What follows belongs to an exercise in optimizing a design on an open flow for small area, a short achievable clock period and few clock cycles per item; a production flow would make more cautious choices.
The RTL was checked by simulation tests, not by an equivalence proof against the original design.

// idct_top
module idct_top (
	input  logic       Clock,
	input  logic       Resetn,
	input  logic       start_i,
	input  idct_pkg::sram_addr_t block_addr_i,
	input  idct_pkg::sram_addr_t out_addr_i,
	output logic       ready_o,
	output logic       done_o,
	output idct_pkg::sram_addr_t sram_addr_o,
	output idct_pkg::sram_data_t sram_wdata_o,
	output logic       sram_we_n_o,
	input  idct_pkg::sram_data_t sram_rdata_i
);
Settings: LEC_CHECK=0, CAP_MARGIN=20, CELL_PAD_IN_SITES_DETAIL_PLACEMENT=1, CELL_PAD_IN_SITES_GLOBAL_PLACEMENT=2, CORE_MARGIN=2, CORE_UTILIZATION=50, CTS_CLUSTER_DIAMETER=60, CTS_CLUSTER_SIZE=20, PLACE_DENSITY=0.7, SETUP_SLACK_MARGIN=3.9, SLEW_MARGIN=20; clock period 7.0 ns.
run.sh (not shown) runs the stock make flow with config.mk's settings and CLKGATE_MAP_FILE= SYNTH_SCRIPT=/design/flow/synth_recipe.tcl, a recipe that flattens the netlist after the stock synthesis.
Testbench counts at the start, summed over its fixed seeds: cycles 37,064, items 384.
Then changed:
--- a/flow/design.v
+++ b/flow/design.v
@@ -1966,28 +1966,42 @@
 	logic [1:0]  i_q;
 	assign u_i  = i_q;
 	assign u_j  = ph;
 	always_comb begin
 		for (int k = 0; k < 8; k++) begin
 			if (p1_run)
 				x[k] = {{6{hold[16*k+15]}}, hold[16*k +: 16]};
 			else
 				x[k] = rg[0][22*k +: 22];
 		end
 	end
 	logic [22:0] u_n;
+	logic        u_sub;
+	logic [22:0] u_p, u_q;
+	logic [8:0]  u_lo;
+	logic [8:0]  u_m0, u_m1;
+	logic [6:0]  u_h0, u_h1;
+	logic        u_c16;
+	assign u_sub = ~(u_i == 2'd0 || u_i == 2'd3);
+	assign u_p = {x[0][21], x[0]};
+	assign u_q = {x[4][21], x[4]} ^ {23{u_sub}};
+	assign u_lo = {1'b0, u_p[7:0]} + {1'b0, u_q[7:0]} + {8'd0, u_sub};
+	assign u_m0 = {1'b0, u_p[15:8]} + {1'b0, u_q[15:8]};
+	assign u_m1 = {1'b0, u_p[15:8]} + {1'b0, u_q[15:8]} + 9'd1;
+	assign u_h0 = u_p[22:16] + u_q[22:16];
+	assign u_h1 = u_p[22:16] + u_q[22:16] + 7'd1;
+	assign u_c16 = u_lo[8] ? u_m1[8] : u_m0[8];
+	assign u_n = {u_c16 ? u_h1 : u_h0, u_lo[8] ? u_m1[7:0] : u_m0[7:0], u_lo[7:0]};
 	logic [21:0] a_n, b_n, c_n, d_n, f_n, g_n;
 	always_comb begin
-		u_n = (u_i == 2'd0 || u_i == 2'd3) ? ({x[0][21], x[0]} + {x[4][21], x[4]})
-		                                   : ({x[0][21], x[0]} - {x[4][21], x[4]});
 		case (u_i)
 			2'd0: begin a_n =  x[1]; b_n = x[3]; c_n =  x[5]; d_n =  x[7]; f_n =  x[2]; g_n =  x[6]; end
 			2'd1: begin a_n = ~x[5]; b_n = x[1]; c_n = ~x[7]; d_n = ~x[3]; f_n = ~x[6]; g_n =  x[2]; end
 			2'd2: begin a_n = ~x[3]; b_n = x[7]; c_n =  x[1]; d_n =  x[5]; f_n =  x[6]; g_n = ~x[2]; end
 			default: begin a_n = ~x[7]; b_n = x[5]; c_n = ~x[3]; d_n = x[1]; f_n = ~x[2]; g_n = ~x[6]; end
 		endcase
 	end
 	logic        s1_p1, s1_p2;
 	logic [1:0]  s1_i;
 	logic [2:0]  s1_j, s1_row;
 	logic [22:0] s1_u;
 	logic [21:0] s1_a, s1_b, s1_c, s1_d, s1_f, s1_g;
Result:
- The new run ran to the end with no violations
- setup slack improves by 380 ps
- die area hardly moves
- fmax came out higher by roughly a tenth
- register-to-register slack improves by 380 ps
- via count came out lower by a few percent
- routed wire length came out lower by a few percent
- core utilization came out lower by 0.50 points
Testbench counts after the change, summed over its fixed seeds: cycles 37,064, items 384.

---

## the previous run
Another version of the RTL of idct_top (not shown whole).
Size: ~6,400 cells after synthesis, roughly 92 I/O pins.
Settings: LEC_CHECK=0, CAP_MARGIN=10, CELL_PAD_IN_SITES_DETAIL_PLACEMENT=0, CELL_PAD_IN_SITES_GLOBAL_PLACEMENT=1, CORE_MARGIN=2, CORE_UTILIZATION=60, CTS_CLUSTER_DIAMETER=70, CTS_CLUSTER_SIZE=24, PLACE_DENSITY=0.8, SETUP_SLACK_MARGIN=3.85, SLEW_MARGIN=10, TNS_END_PERCENT=5; clock period 7.0 ns.
Testbench counts of the previous run, summed over its fixed seeds: cycles 37,064, items 384.
Relative to the previous run, the following input files were edited for the current run:
diff --git a/flow/design.v b/flow/design.v
--- a/flow/design.v
+++ b/flow/design.v
@@ -2102,21 +2102,25 @@
 	assign s3_w = {s3_j[2], s3_j[1] ^ s3_j[2]};
 	assign word_top = s3_j[2] ? {px_top, st_top} : {st_top, px_top};
 	assign wr_load = wr_now_top | pend_v;
 	assign wr_r = wr_now_top ? {1'b0, s3_i} : pend_r;
 	assign wr_w = wr_now_top ? s3_w : pend_w;
 	assign wr_word = wr_now_top ? word_top : pend_word;
 	assign wr_last = ~wr_now_top & pend_last;
 	always_ff @(posedge Clock) begin
-		st_top <= px_top;
-		st_bot <= px_bot;
-		pend_word <= s3_j[2] ? {px_bot, st_bot} : {st_bot, px_bot};
-		pend_r <= 3'd7 - {1'b0, s3_i};
-		pend_w <= s3_w;
+		if (s3_p2 && !s3_j[0]) begin
+			st_top <= px_top;
+			st_bot <= px_bot;
+		end
+		if (wr_now_top) begin
+			pend_word <= s3_j[2] ? {px_bot, st_bot} : {st_bot, px_bot};
+			pend_r <= 3'd7 - {1'b0, s3_i};
+			pend_w <= s3_w;
+		end
 	end
 	assign rd_issue = cur_v & ~wr_load & ((rd_k != 3'd0) | (cnt != 2'd2));
 	assign rd_last = rd_issue & (rd_k == 3'd7) & (rd_row == 3'd7);
 	assign cur_free = ~cur_v | rd_last;
 	assign hold_rel = p1_run & (ph == 3'd0);
 	assign xfer = sh_full & (~hold_v | hold_rel);
 	logic        hold_v_n, p2_pend_n, p1_run_n, p2_run_n;
 	logic [2:0]  p2w_n;
==> results.txt <==
- Per the comparison of the current run with the previous run, first-iteration DRC count higher, area share of buffers outside the clock network roughly the same, area added between synthesis and finish higher, final area higher.
- The current run — area of the multi-input gates about 1.2% higher, the previous run as reference
- On required time of the critical path, the current run and the previous run are basically level.
- Higher post-DP HPWL among the current run and the previous run: the current run
- From the previous run to the current run the numbers moved as follows: synthesized cell count now sits higher; number of flops mapped to enable cells by yosys went up.
Testbench counts of the current run, summed over its fixed seeds: cycles 37,064, items 384.

---

idct_top with an RTL version that a note above also has.
Size in the first run: about 6500 cells after synthesis, about 2300 flip-flops, roughly 83000 µm² of cells after synthesis.
clock: 7.0 ns
lec_check: 0
cap_margin: 10
cell_pad_in_sites_detail_placement: 0
cell_pad_in_sites_global_placement: 1
core_margin: 2
core_utilization: 60
cts_cluster_diameter: 70
cts_cluster_size: 24
place_density: 0.8
setup_slack_margin: 3.7
slew_margin: 10
tns_end_percent: 5
Testbench counts at the start, summed over its fixed seeds: cycles 37,064, items 384.
Rerun with:
--- a/flow/design.v
+++ b/flow/design.v
@@ -2104,21 +2104,17 @@
 	assign wr_load = wr_now_top | pend_v;
 	assign wr_r = wr_now_top ? {1'b0, s3_i} : pend_r;
 	assign wr_w = wr_now_top ? s3_w : pend_w;
 	assign wr_word = wr_now_top ? word_top : pend_word;
 	assign wr_last = ~wr_now_top & pend_last;
 	always_ff @(posedge Clock) begin
-		if (s3_p2 && !s3_j[0]) begin
-			st_top <= px_top;
-			st_bot <= px_bot;
-		end
-		if (wr_now_top) begin
-			pend_word <= s3_j[2] ? {px_bot, st_bot} : {st_bot, px_bot};
-			pend_r <= 3'd7 - {1'b0, s3_i};
-			pend_w <= s3_w;
-		end
+		st_top <= px_top;
+		st_bot <= px_bot;
+		pend_word <= s3_j[2] ? {px_bot, st_bot} : {st_bot, px_bot};
+		pend_r <= 3'd7 - {1'b0, s3_i};
+		pend_w <= s3_w;
 	end
 	assign rd_issue = cur_v & ~wr_load & ((rd_k != 3'd0) | (cnt != 2'd2));
 	assign rd_last = rd_issue & (rd_k == 3'd7) & (rd_row == 3'd7);
 	assign cur_free = ~cur_v | rd_last;
 	assign hold_rel = p1_run & (ph == 3'd0);
 	assign xfer = sh_full & (~hold_v | hold_rel);
Result: Worst hold slack is worse by 0.018 ns. Global-route usage fell by 1.0 points. Cell count goes down by 1.1%. Routed wire length drops by 4.0%. Critical path depth rose by 8. Worst setup slack got worse by 0.20 ns. Die area shrinks by 0.73%. Design area fell by 1.6%. Non-clock buffer count decreases by 24.
Testbench counts after the change, summed over its fixed seeds: cycles 37,064, items 384.

## what the ideal ports hide
Ports are ideal in the flow. The routed layouts listed here were re-timed in OpenROAD.
Step 1 assumes that a clkbuf_16 drives the clock port and a buf_2 every other input.
Step 2 moves the port delays by t, midway between the first and last clock arrival at a register: inputs arrive t later, outputs are due t later. That takes back most of the time a late clock gives input paths.
Three values: ideal ports, drivers, drivers and shift; two values: the first two.
run	t, ns	setup slack, ns	hold slack, ns
the first run of note 1	0.899	3.041 / 3.041 / 3.041	0.312 / 0.312 / 0.312
the second run of note 1	0.890	3.424 / 3.424 / 3.424	0.312 / 0.312 / 0.312
the previous run	0.864	3.375 / 3.375 / 3.375	0.293 / 0.293 / 0.293
the current run	0.852	3.584 / 3.584 / 3.584	0.311 / 0.311 / 0.311
the first run of note 3	0.851	3.582 / 3.582 / 3.582	0.312 / 0.312 / 0.312
the second run of note 3	0.859	3.382 / 3.382 / 3.382	0.294 / 0.294 / 0.294
After both steps every run listed still meets setup and hold.
